What follows belongs to an exercise in optimizing a design on an open flow for small area, a short achievable clock period and few clock cycles per item; a production flow would make more cautious choices.
No functional check of the RTL was part of any run shown here.

[flow/config.mk]
export PLATFORM = sky130hd
export DESIGN_NAME = modular_exponentiation_core
export DESIGN_NICKNAME = modular_exponentiation_core
export VERILOG_FILES = /design/flow/design.v
export SDC_FILE = /design/flow/constraint.sdc
export NUM_CORES = 4
export LEC_CHECK = 0
export CAP_MARGIN = 20
export CORE_MARGIN = 2
export CORE_UTILIZATION = 40
export SETUP_SLACK_MARGIN = 5
export SLEW_MARGIN = 20
[flow/constraint.sdc]
create_clock -name core_clock -period 9.0 [get_ports {clk}]
set_input_delay 1.8000 -clock core_clock [delete_from_list [all_inputs] [get_ports {clk}]]
set_output_delay 1.8000 -clock core_clock [all_outputs]
set_load 0.01 [all_outputs]
[flow/design.v]
package mexp_pkg;
    localparam int OPERAND_WIDTH_DEF = 32;
endpackage
module modular_exponentiation_core #(
    parameter int OPERAND_WIDTH = mexp_pkg::OPERAND_WIDTH_DEF
) (
    input  logic                            clk,
    input  logic                            rst_n,
    input  logic                            start,
    output logic                            busy,
    input  logic signed [OPERAND_WIDTH-1:0] base_value,
    input  logic        [OPERAND_WIDTH-1:0] exponent,
    input  logic        [OPERAND_WIDTH-1:0] modulus,
    output logic        [OPERAND_WIDTH-1:0] power_result,
    output logic                            modulus_zero,
    output logic                            done
);
    localparam int W  = 32;
    localparam int AW = 33;    
    localparam int I_IDLE  = 0;
    localparam int I_NZ    = 1;    
    localparam int I_NORM  = 2;    
    localparam int I_EXPZ  = 3;    
    localparam int I_BUB   = 4;    
    localparam int I_MUL   = 5;    
    localparam int I_CONV  = 6;    
    localparam int I_FIXB  = 7;    
    localparam int I_FIX   = 8;    
    localparam int I_FCONV = 9;    
    localparam int I_SHR   = 10;   
    localparam int I_DONE  = 11;
    localparam int NS      = 12;
    logic [NS-1:0]   st;
    logic [NS-1:0]   st_next;
    logic [W-1:0]    n_reg;      
    logic [W-1:0]    e_reg;      
    logic [W-1:0]    b_reg;      
    logic [AW-1:0]   r_reg;      
    logic [AW-1:0]   s_reg;      
    logic [AW-1:0]   c_reg;      
    logic [4:0]      sh_reg;     
    logic [4:0]      j_reg;      
    logic [5:0]      kc_reg;     
    logic [4:0]      ec_reg;     
    logic            sq_reg;     
    logic            dpos_reg;   
    logic            dneg_reg;   
    logic            dn1_reg;    
    logic            dn2_reg;    
    logic [3:0]      qo_reg;     
    logic [3:0]      qq_reg;     
    logic [8:0]      p_reg [4];  
    logic [8:0]      a3_reg;     
    logic            mz_reg;
    logic            busy_reg;
    logic            done_reg;
    logic            x_inv;
    logic [AW-1:0]   s2, c2, da, xq, n1, n2;
    logic [AW-1:0]   r1s, r1c, r2s, r2c;
    assign n1    = {1'b0, n_reg};
    assign n2    = {n_reg, 1'b0};
    assign x_inv = qo_reg[3] | qo_reg[2];
    assign s2 = {s_reg[AW-2:0], 1'b0};
    assign c2 = {c_reg[AW-2:0], 1'b0};
    assign da = ({AW{dpos_reg}} & r_reg) | ({AW{dneg_reg}} & ~r_reg);
    assign xq = ({AW{qo_reg[0]}} & n2) | ({AW{qo_reg[1]}} & n1) |
                ({AW{qo_reg[2]}} & ~n1) | ({AW{qo_reg[3]}} & ~n2);
    assign r1s = s2 ^ c2 ^ da;
    assign r1c = {(s2[AW-2:0] & c2[AW-2:0]) | (s2[AW-2:0] & da[AW-2:0]) |
                  (c2[AW-2:0] & da[AW-2:0]), dneg_reg};
    assign r2s = r1s ^ r1c ^ xq;
    assign r2c = {(r1s[AW-2:0] & r1c[AW-2:0]) | (r1s[AW-2:0] & xq[AW-2:0]) |
                  (r1c[AW-2:0] & xq[AW-2:0]), x_inv};
    logic [8:0]      s9, c9, qn9, n4_9, n2_9;
    logic [3:0]      qq_next;
    assign s9   = s_reg[32:24];
    assign c9   = c_reg[32:24];
    assign n4_9 = {1'b0, n_reg[31:24]};
    assign n2_9 = {2'b00, n_reg[31:25]};
    assign qn9  = ({9{~qq_reg[0]}} & n4_9) |
                  ({9{qq_reg[0] & ~qq_reg[1]}} & n2_9) |
                  ({9{qq_reg[2] & ~qq_reg[3]}} & ~n2_9) |
                  ({9{qq_reg[3]}} & ~n4_9);
    function automatic logic est_ge(input logic [8:0] a, input logic [8:0] b,
                                    input logic [8:0] p, input logic [8:0] x);
        logic [8:0] u1, v1, u, v;
        logic [7:0] g0, t0, g1, t1, g2, t2, g3;
        u1 = a ^ b ^ p;
        v1 = {(a[7:0] & b[7:0]) | (a[7:0] & p[7:0]) | (b[7:0] & p[7:0]), 1'b0};
        u  = u1 ^ v1 ^ x;
        v  = {(u1[7:0] & v1[7:0]) | (u1[7:0] & x[7:0]) | (v1[7:0] & x[7:0]), 1'b0};
        g0 = u[7:0] & v[7:0];
        t0 = u[7:0] | v[7:0];
        for (int i = 0; i < 8; i++)
        begin
            g1[i] = (i >= 1) ? (g0[i] | (t0[i] & g0[i-1])) : g0[i];
            t1[i] = (i >= 1) ? (t0[i] & t0[i-1]) : t0[i];
        end
        for (int i = 0; i < 8; i++)
        begin
            g2[i] = (i >= 2) ? (g1[i] | (t1[i] & g1[i-2])) : g1[i];
            t2[i] = (i >= 2) ? (t1[i] & t1[i-2]) : t1[i];
        end
        for (int i = 0; i < 8; i++)
            g3[i] = (i >= 4) ? (g2[i] | (t2[i] & g2[i-4])) : g2[i];
        est_ge = !(u[8] ^ v[8] ^ g3[7]);
    endfunction
    assign qq_next[0] = est_ge(s9, c9, p_reg[0], qn9);
    assign qq_next[1] = est_ge(s9, c9, p_reg[1], qn9);
    assign qq_next[2] = est_ge(s9, c9, p_reg[2], qn9);
    assign qq_next[3] = est_ge(s9, c9, p_reg[3], qn9);
    logic [8:0]      a1_9, a2_9, t9;
    logic [11:0]     a3_12;
    logic            y_top, y_t1, y_t2;
    logic [2:0]      msel;       
    assign y_top = sq_reg ? r_reg[32] : b_reg[31];
    assign y_t1  = sq_reg ? r_reg[31] : b_reg[30];
    assign y_t2  = sq_reg ? r_reg[30] : b_reg[29];
    assign msel  = st[I_BUB] ? {y_top, y_top, y_t1} :     
                               {1'b0, dn1_reg, dn2_reg};  
    assign a1_9  = {r_reg[32], r_reg[32], r_reg[32:26]};
    assign a2_9  = {r_reg[32], r_reg[32:25]};
    assign a3_12 = {r_reg[32], r_reg[32], r_reg[32:23]} + {r_reg[32], r_reg[32:22]};
    always_comb
    begin
        case (msel)
            3'b001:  t9 = a1_9;
            3'b010:  t9 = a2_9;
            3'b011:  t9 = a3_reg;
            3'b111:  t9 = ~a1_9;
            3'b110:  t9 = ~a2_9;
            default: t9 = '0;
        endcase
    end
    function automatic logic [35:0] kth_of(input int n);
        int c;
        logic [35:0] r;
        for (int k = 0; k < 4; k++)
        begin
            c = 2 * k - 3;
            r[9*k +: 9] = 9'(-((c * n - 5) >>> 2));
        end
        kth_of = r;
    endfunction
    logic [35:0] kth_tab [64];
    logic [35:0] kth_all;
    for (genvar v = 0; v < 64; v++)
    begin : g_kth
        assign kth_tab[v] = kth_of(64 + v);
    end
    assign kth_all = kth_tab[n_reg[30:25]];
    logic [AW-1:0]   sum;
    logic [AW-1:0]   one_s;
    logic [31:0]     yw;
    assign sum = s_reg + c_reg;
    assign yw  = sq_reg ? r_reg[31:0] : b_reg;
    always_comb
    begin
        one_s = '0;
        if (sh_reg != 5'd31 && !mz_reg)
            one_s[sh_reg] = 1'b1;
    end
    always_comb
    begin
        st_next = '0;
        if (st[I_IDLE] || st[I_DONE])
        begin
            if (start) st_next[I_NZ]   = 1'b1;
            else       st_next[I_IDLE] = 1'b1;
        end
        if (st[I_NZ])
            st_next[I_NORM] = 1'b1;
        if (st[I_NORM])
        begin
            if (mz_reg)          st_next[I_DONE] = 1'b1;
            else if (n_reg[31])  st_next[I_EXPZ] = 1'b1;
            else                 st_next[I_NORM] = 1'b1;
        end
        if (st[I_EXPZ])
        begin
            if (e_reg[31])             st_next[I_BUB]  = 1'b1;
            else if (ec_reg == 5'd0)   st_next[I_FIXB] = 1'b1;
            else                       st_next[I_EXPZ] = 1'b1;
        end
        if (st[I_BUB])
            st_next[I_MUL] = 1'b1;
        if (st[I_MUL])
        begin
            if (kc_reg == 6'd0) st_next[I_CONV] = 1'b1;
            else                st_next[I_MUL]  = 1'b1;
        end
        if (st[I_CONV])
        begin
            if ((!sq_reg || !e_reg[31]) && ec_reg == 5'd0) st_next[I_FIXB] = 1'b1;
            else                                            st_next[I_BUB]  = 1'b1;
        end
        if (st[I_FIXB])
            st_next[I_FIX] = 1'b1;
        if (st[I_FIX])
            st_next[I_FCONV] = 1'b1;
        if (st[I_FCONV])
        begin
            if (sh_reg == 5'd0) st_next[I_DONE] = 1'b1;
            else                st_next[I_SHR]  = 1'b1;
        end
        if (st[I_SHR])
        begin
            if (sh_reg == 5'd1) st_next[I_DONE] = 1'b1;
            else                st_next[I_SHR]  = 1'b1;
        end
    end
    always_ff @(posedge clk or negedge rst_n)
    begin
        if (!rst_n)
        begin
            st       <= NS'(1) << I_IDLE;
            busy_reg <= 1'b0;
            done_reg <= 1'b0;
        end
        else
        begin
            st       <= st_next;
            busy_reg <= !(st_next[I_IDLE] || st_next[I_DONE]);
            done_reg <= st_next[I_DONE];
        end
    end
    always_ff @(posedge clk)
    begin
        s_reg  <= (st[I_BUB] || st[I_FIXB]) ? '0 : r2s;
        c_reg  <= (st[I_BUB] || st[I_FIXB]) ? '0 : r2c;
        qq_reg <= qq_next;
        qo_reg <= {qq_next[3], qq_next[2] & ~qq_next[3],
                   qq_next[0] & ~qq_next[1], ~qq_next[0]};
        for (int k = 0; k < 4; k++)
            p_reg[k] <= t9 + kth_all[9*k +: 9];
        if (st[I_IDLE] || st[I_DONE])
        begin
            n_reg  <= modulus;
            e_reg  <= exponent;
            b_reg  <= base_value;
            sh_reg <= 5'd0;
        end
        if (st[I_NZ])
            mz_reg <= (n_reg == '0);
        if (st[I_NORM])
        begin
            ec_reg <= 5'd31;
            if (n_reg[31] || mz_reg)
                r_reg <= one_s;
            else
            begin
                n_reg  <= {n_reg[30:0], 1'b0};
                sh_reg <= sh_reg + 5'd1;
            end
        end
        if (st[I_EXPZ])
        begin
            if (e_reg[31])
                sq_reg <= 1'b0;
            else
            begin
                e_reg  <= {e_reg[30:0], 1'b0};
                ec_reg <= ec_reg - 5'd1;
            end
        end
        if (st[I_BUB])
        begin
            a3_reg   <= a3_12[11:3];
            dpos_reg <= 1'b0;
            dneg_reg <= y_top;
            dn1_reg  <= y_t1;
            dn2_reg  <= y_t2;
            qq_reg   <= 4'b0011;
            qo_reg   <= 4'b0000;
            j_reg    <= sq_reg ? 5'd29 : 5'd28;
            kc_reg   <= sq_reg ? (6'd32 - {1'b0, sh_reg}) : 6'd31;
        end
        if (st[I_MUL])
        begin
            dpos_reg <= dn1_reg;
            dneg_reg <= 1'b0;
            dn1_reg  <= dn2_reg;
            dn2_reg  <= yw[j_reg];
            j_reg    <= j_reg - 5'd1;
            kc_reg   <= kc_reg - 6'd1;
        end
        if (st[I_CONV])
        begin
            r_reg <= sum;
            if (sq_reg && e_reg[31])
                sq_reg <= 1'b0;
            else
            begin
                sq_reg <= 1'b1;
                e_reg  <= {e_reg[30:0], 1'b0};
                ec_reg <= ec_reg - 5'd1;
            end
        end
        if (st[I_FIXB])
        begin
            dpos_reg <= 1'b1;
            dneg_reg <= 1'b0;
            qo_reg   <= {2'b00, r_reg[32], 1'b0};
        end
        if (st[I_FCONV])
            r_reg <= sum;
        if (st[I_SHR])
        begin
            r_reg  <= {1'b0, r_reg[AW-1:1]};
            sh_reg <= sh_reg - 5'd1;
        end
    end
    assign busy         = busy_reg;
    assign done         = done_reg;
    assign power_result = r_reg[W-1:0];
    assign modulus_zero = mz_reg;
endmodule
[flow/run.sh]
#!/bin/bash
# synth_recipe.tcl (not shown) runs the flow's synth.tcl, then flattens the netlist and writes it again
# the make line also repeats each setting of config.mk as NAME=value (left out here)
make -C /OpenROAD-flow-scripts/flow DESIGN_CONFIG=/design/flow/config.mk WORK_HOME=/design/flow/orfs CLKGATE_MAP_FILE= SYNTH_SCRIPT=/design/flow/synth_recipe.tcl finish
==> flow_metrics.py, run 1 <==
metrics = {
    "outcome": {
        "status": "no timing/DRC/antenna violations",
    },
    "final_layout": {
        "num-fill-cells": 4469,
        "final_common_cell": "inv_1",
        "largest_reg_flops": 36,
        "area_delta_synth_final_pct": 16.1,
        "instances_no_fill": 2755,
        "layout-drive-gt1-share": 0.0725,
        "final_cell_mix": "inv_1 (224), nand2_1 (200), dfxtp_1 (180)",
        "final_util": 0.472,
        "fin_nets": 2416,
    },
    "worst_setup_path": {
        "required_ns": 9.43,
        "reg2reg_to": "qo_reg[1]$_DFF_P_",
        "rr_startpoint": "c_reg[26]$_SDFF_PP0_",
        "critPathMaxStageDelay_ns": 0.53,
        "crit_path_cell_trace": "inv_1, fa_1, inv_1, fa_1, o211ai_1, o21ai_1, maj3_1, maj3_1, maj3_1, a2111o_1, nand3_1, o31ai_1",
        "reg2reg_depth": 12,
        "reg2reg_slack_ns": 5.24,
        "start_kind": "register",
        "crit_type": "reg -> reg",
        "cp_max_fo": 5,
        "cp_slowest_cell": "dfxtp_1",
        "crit_arrival_ns": 4.19,
        "cpMostUsedCell": "maj3_1",
        "end_kind": "register",
    },
    "clock_tree": {
        "clock-sinks": 288,
        "cts_tree": "done",
        "root_buffer": "clkbuf_16",
        "cts_buffers": 36,
        "path_clk_slew_ns": 0.06,
        "clk_latency_ns": 0.56,
        "clk_path_buf_depth": 3,
        "cts_max_level": 2,
    },
    "floorplanning": {
        "design.die.area_sq_mm": 0.0506,
        "coreArea_sq_mm": 0.0479,
        "ios": 134,
        "die_w_microns": 225,
        "fp.dieH_microns": 225,
        "num_rows": 80,
        "initial_core_util": 0.407,
    },
    "detailed_routing": {
        "drt-pass1-iter-count": 5,
        "ant_nets": 0,
        "drtIter0Drc": 1024,
        "via_per_inst": 5.30,
        "vias": 14600,
        "drc": 0,
        "wl_mm": 53.6,
        "wl_per_cell_microns": 19.5,
    },
    "global_route": {
        "antenna_found_initial": 0,
        "grt_max_degree": 74,
        "grt_usage": 0.214,
        "grt_pass1_wl_mm": 83.2,
        "grt_pass1_vias": 14700,
        "grt.overflow.total": 0,
    },
    "logic_synthesis": {
        "ys_seq_area_frac": 0.344,
        "ys_seq_elements": 288,
        "syn_inst": 2022,
        "synth.distinct_cells": 83,
        "synth_edf_count": 88,
        "synthArstFlopShare": 0.0451,
        "synth_area_per_cell_sq_um": 9.65,
        "yosysWarnings": 3,
        "ys.flop_type": "dfxtp_1",
        "netlist_area_sq_mm": 0.0195,
        "synthesis.nets": 2326,
    },
    "job": {
        "maxCapViolations": 0,
    },
    "hold_path": {
        "whs_endpoint": "st[9]$_DFF_PN0_",
        "hp-start": "st[8]$_DFF_PN0_",
        "worstHoldPathType": "reg -> reg",
        "worstHoldPathCells": 0,
    },
    "timing": {
        "period_needed_ns": 3.76,
        "drv_slew": 0,
        "fin_tns_setup_ns": 0,
        "tightest_slew_ns": 1.06,
        "clock.fmax_ghz": 0.266,
        "worst_clock_skew_ns": 0.0274,
        "setup_viol": 0,
        "fin_crit_sh": 0.418,
        "relSlewSlack": 0.296,
        "finalHoldViolations": 0,
        "rsz0062_at_grt": "true",
    },
    "placement": {
        "gp_congestion": 0.899,
        "portBuffers": 133,
        "hpwlAfterDp_mm": 40.8,
        "dp.cells": 2678,
    },
}
synth_stat cells (all sizes together), types with 15 or more instances:
library cell | instances | area [sq um]
dfxtp | 187 | 3740
mux2i | 155 | 1550
nor2 | 101 | 379
nand2 | 201 | 754
buf | 22 | 119
mux2 | 15 | 169
xor2 | 27 | 236
ha | 82 | 1030
o21ai | 131 | 656
a21o | 36 | 270
inv | 225 | 845
mux4 | 21 | 473
a31oi | 15 | 93.8
and2 | 68 | 425
nor2b | 19 | 121
a21oi | 96 | 484
fa | 123 | 2460
xnor2 | 74 | 648
edfxtp | 88 | 2640
clkbuf | 85 | 322
nor3 | 25 | 125
nand3 | 18 | 90.1
routing by layer:
| layer | wire length [microns] | up-vias | track usage |
|---|---|---|---|
| li1 | - | 7056 | - |
| met1 | 22700 | 7097 | 0.270 |
| met2 | 26700 | 349 | 0.371 |
| met3 | 2280 | 99 | 0.0278 |
| met4 | 1960 | 0 | 0.0846 |
| met5 | 0 | - | 0 |
critical path: cells and delay by family, from the launching register on:
kind | cells | cell delay, ns
adders and majority gates | 5 | 2.12
AOI/OAI and AO/OA | 4 | 0.66
DFF | 1 | 0.53
buffers and inverters | 2 | 0.21
and+or+nand+nor | 1 | 0.11
layout make-up:
cell class                      instances  area (sq um)  area share
Sequential cell                       288          6720       0.297
Clock buffer                           54          1040      0.0459
Tap cell                              615           769      0.0340
Clock inverter                         11           164     0.00724
Timing Repair Buffer                  159          1550      0.0683
Inverter                              227           855      0.0377
Antenna cell                            1          2.50    0.000111
Multi-Input combinational cell       1400         11500       0.510
through the flow:
step / cell area, sq um / setup WS (ns) / hold slack [ns]
after floorplan: 19500 / 5.10 / 0.331
after global placement: 21300 / 4.73 / 0.342
after detailed placement: 21300 / 4.58 / 0.337
after CTS: 22500 / 5.00 / 0.360
after global routing: 22600 / 4.99 / 0.369
final: 22600 / 5.24 / 0.359
timing repair:
action,CTS,global route
hold buffers,0,0
pin swaps,0,0
gates resized for setup,3,8
gates cloned,0,0
setup endpoints to repair,18,10
setup buffers,2,8
cell families (layout without fill, tap and decap cells):
family / Yosys count / after routing / synth area share
AOI/OAI and AO/OA: 393 / 393 / 0.126
adders and majority gates: 217 / 217 / 0.185
muxes: 191 / 191 / 0.112
buffers and inverters: 334 / 451 / 0.0663
xor gates and xnor gates: 101 / 101 / 0.0453
and+or+nand+nor: 498 / 498 / 0.121
DFF: 288 / 288 / 0.344
other: 0 / 1 / 0
how the worst max path moves through the flow:
stage | from | to | slack, ns
after global placement | sq_reg$_SDFFCE_PN0P_ | p_reg[0][8]$_DFF_P_ | 4.73
after global routing | c_reg[26]$_SDFF_PP0_ | qo_reg[1]$_DFF_P_ | 4.99
final | c_reg[26]$_SDFF_PP0_ | qo_reg[1]$_DFF_P_ | 5.24
after floorplan | n_reg[26]$_DFF_P_ | qq_reg[1]$_SDFF_PP1_ | 5.10
after CTS | n_reg[26]$_DFF_P_ | qo_reg[1]$_DFF_P_ | 5.00
after detailed placement | sq_reg$_SDFFCE_PN0P_ | p_reg[0][8]$_DFF_P_ | 4.58
==> run 2: changes to the inputs <==
==> flow/flow/run.sh (new file) <==
#!/bin/bash
# Standard ORFS layout, with the resizer aiming for more setup slack than
# the design's clock period needs (the constraints are unchanged).
set -euo pipefail
bash standard.sh SETUP_SLACK_MARGIN=6.2 finish > orfs_make.log 2>&1
==> flow/standard.sh (new file) <==
#!/bin/bash
# synth_recipe.tcl (not shown) runs the flow's synth.tcl, then flattens the netlist and writes it again
# the make line also repeats each setting of config.mk as NAME=value (left out here)
make -C /OpenROAD-flow-scripts/flow DESIGN_CONFIG=/design/flow/config.mk WORK_HOME=/design/flow/orfs CLKGATE_MAP_FILE= SYNTH_SCRIPT=/design/flow/synth_recipe.tcl "${@:-finish}"
--- a/flow/config.mk
+++ b/flow/config.mk
@@ -8,5 +8,4 @@
 export CAP_MARGIN = 20
 export CORE_MARGIN = 2
 export CORE_UTILIZATION = 40
-export SETUP_SLACK_MARGIN = 5
 export SLEW_MARGIN = 20
removed: flow/run.sh
==> flow_metrics.py, run 2 <==
metrics = {
    "logic_synthesis": {
        "synthesis.nets": 2326,
        "synth_common_cells": "inv_1 (225), nand2_1 (201), dfxtp_1 (187)",
        "ys_seq_elements": 288,
        "synth_xor_xnor_area_share": 0.0453,
        "synth-simple-area-share": 0.121,
        "synth_edf_count": 88,
        "netlist_area_sq_mm": 0.0195,
        "synth_area_leaders": "dfxtp_1 (19%), edfxtp_1 (14%), fa_1 (13%)",
        "muxShareOfSynthArea": 0.112,
        "synth_area_per_cell_sq_um": 9.65,
        "syn_inst": 2022,
        "synthArstFlopShare": 0.0451,
        "synth_top_family_by_area": "adder cells",
        "synth_top_area_frac": 0.192,
        "synth.most_common_cell": "inv_1",
        "synth_fa_ha_area_frac": 0.185,
        "synth.distinct_cells": 83,
        "ys.flop_type": "dfxtp_1",
        "synth.largest_area_cell": "dfxtp_1",
        "yosysWarnings": 3,
        "synth_compound_area_frac": 0.126,
        "ys_seq_area_frac": 0.344,
    },
    "global_route": {
        "grt_pass1_wl_mm": 88.4,
        "grt_pass1_vias": 15400,
        "grt.overflow.total": 0,
        "antenna_found_initial": 1,
        "grt_max_degree": 74,
        "grt_usage": 0.228,
    },
    "detailed_routing": {
        "drt-pass1-iter-count": 5,
        "ant_nets": 0,
        "via_per_inst": 5.34,
        "drc": 0,
        "drtIter0Drc": 1019,
        "wl_per_cell_microns": 20.1,
        "wl_mm": 57.7,
        "vias": 15300,
    },
    "floorplanning": {
        "ios": 134,
        "coreArea_sq_mm": 0.0479,
        "initial_core_util": 0.407,
        "die_w_microns": 225,
        "design.die.area_sq_mm": 0.0506,
        "num_rows": 80,
        "fp.dieH_microns": 225,
    },
    "clock_tree": {
        "clock-sinks": 288,
        "clk_latency_ns": 0.57,
        "cts_max_level": 2,
        "clk_path_buf_depth": 3,
        "cts_tree": "done",
        "postCtsHoldBufs": 0,
        "root_buffer": "clkbuf_16",
        "path_clk_slew_ns": 0.06,
        "cts_buffers": 35,
    },
    "timing": {
        "setup_viol": 0,
        "worst_clock_skew_ns": 0.0297,
        "relSlewSlack": 0.373,
        "fin_crit_sh": 0.393,
        "finalHoldViolations": 0,
        "clock.fmax_ghz": 0.282,
        "fin_tns_setup_ns": 0,
        "rsz0062_at_grt": "true",
        "period_needed_ns": 3.54,
        "drv_slew": 0,
        "tightest_slew_ns": 0.941,
    },
    "worst_setup_path": {
        "cp_slowest_cell": "fa_1",
        "crit_path_cell_trace": "fa_1, inv_2, fa_1, nor2b_1, o41ai_2, maj3_2, maj3_2, maj3_2, maj3_2, a21oi_2, xnor2_2, or2_1",
        "cp_max_fo": 3,
        "critPathMaxStageDelay_ns": 0.55,
        "required_ns": 9.43,
        "crit_arrival_ns": 3.97,
        "cpMostUsedCell": "maj3_2",
        "start_kind": "register",
        "crit_buf_inv": 1,
        "cpLargestDelayFamily": "adder cells",
        "crit_type": "reg -> reg",
        "reg2reg_slack_ns": 5.46,
        "end_kind": "register",
    },
    "final_layout": {
        "largest_reg_flops": 36,
        "num-fill-cells": 4330,
        "final_cell_mix": "inv_1 (219), nand2_1 (197), dfxtp_1 (161)",
        "area_delta_synth_final_pct": 24.8,
        "layout-drive-gt1-share": 0.201,
        "n_antenna_cell": 0,
        "final_common_cell": "inv_1",
        "fin_nets": 2527,
        "final_util": 0.508,
    },
    "hold_path": {
        "worstHoldPathType": "reg -> reg",
    },
    "placement": {
        "portBuffers": 133,
        "hpwlAfterDp_mm": 40.9,
        "gp_congestion": 0.898,
    },
    "job": {
        "maxCapViolations": 0,
    },
    "outcome": {
        "status": "no timing/DRC/antenna violations",
    },
}
## run 2: cell counts after synthesis
Identical to the previous run, type by type.
## run 2: metrics by stage
stage	worst slack [ns]	cells	instance area (sq um)	hold WS [ns]
6_report	5.46	2864	24300	0.361
2_1_floorplan	5.70	2022	19800	0.331
5_1_grt	5.37	2864	24300	0.374
3_5_place_dp	5.01	2678	21500	0.339
3_3_place_gp	5.05	2678	21500	0.345
4_1_cts	5.44	2823	23600	0.361
## run 2: layout make-up
type,count,area (sq um),area share
inverter,227,857,0.0352
tap,615,769,0.0316
clock buffer,47,951,0.0391
sequential,288,6780,0.278
multi-input combinational,1400,12400,0.510
timing repair buffer,271,2370,0.0972
clock inverter,16,199,0.00817
## run 2: logic make-up after synthesis
group	Yosys count
compound gates	393
xor+xnor	101
fa+ha+maj	217
buf+inv	334
flops	288
mux	191
simple gates	498
## run 2: timing repair
action	in CTS	in global routing
buffers inserted	82	41
gates cloned	0	0
pin swaps	78	56
resized for setup	250	73
endpoints found under the setup margin	112	89
## run 2: final timing paths
check / to / cells past startpoint / from
worst max-delay path: qq_reg[1]$_SDFF_PP1_ / 12 / s_reg[25]$_SDFF_PP0_
worst min-delay path: st[9]$_DFF_PN0_ / 0 / st[8]$_DFF_PN0_
worst max register to register: qq_reg[1]$_SDFF_PP1_ / 12 / s_reg[25]$_SDFF_PP0_
worst min register to register: st[9]$_DFF_PN0_ / 0 / st[8]$_DFF_PN0_
max in group asynchronous: st[4]$_DFF_PN0_ / 1 / rst_n
min in group asynchronous: busy_reg$_DFF_PN0_ / 1 / rst_n
## run 2: routing by layer
layer  up-vias  track usage  wire [microns]
li1       7305            -               -
met1      7464        0.283           23900
met2       409        0.403           29300
met3       105       0.0299            2450
met4         2       0.0840            2000
met5         -            0              11

==> what the ideal ports hide <==
Ports are ideal in the flow. The routed layouts listed here were re-timed in OpenROAD. Step 1 (the two cells are an assumption about what drives the block):
set clk [get_ports {clk}]
set_driving_cell -lib_cell sky130_fd_sc_hd__clkbuf_16 $clk
set_driving_cell -lib_cell sky130_fd_sc_hd__buf_2 [delete_from_list [all_inputs] $clk]
Step 2, shift: input delay + t, output delay - t, t = (earliest + latest rising clock arrival at the registers) / 2. This alone moves slack from input paths to output paths. a / b / c = ideal ports / drivers / drivers and shift; a / b = the first two.
run	t, ns	setup slack, ns	worst setup path at the end	pins driven straight from the clock port
run 1	0.609	5.238 / 5.181 / 5.238	register to register	1
run 2	0.613	5.459 / 5.459 / 5.459	register to register	1
After both steps every run listed still meets setup and hold.
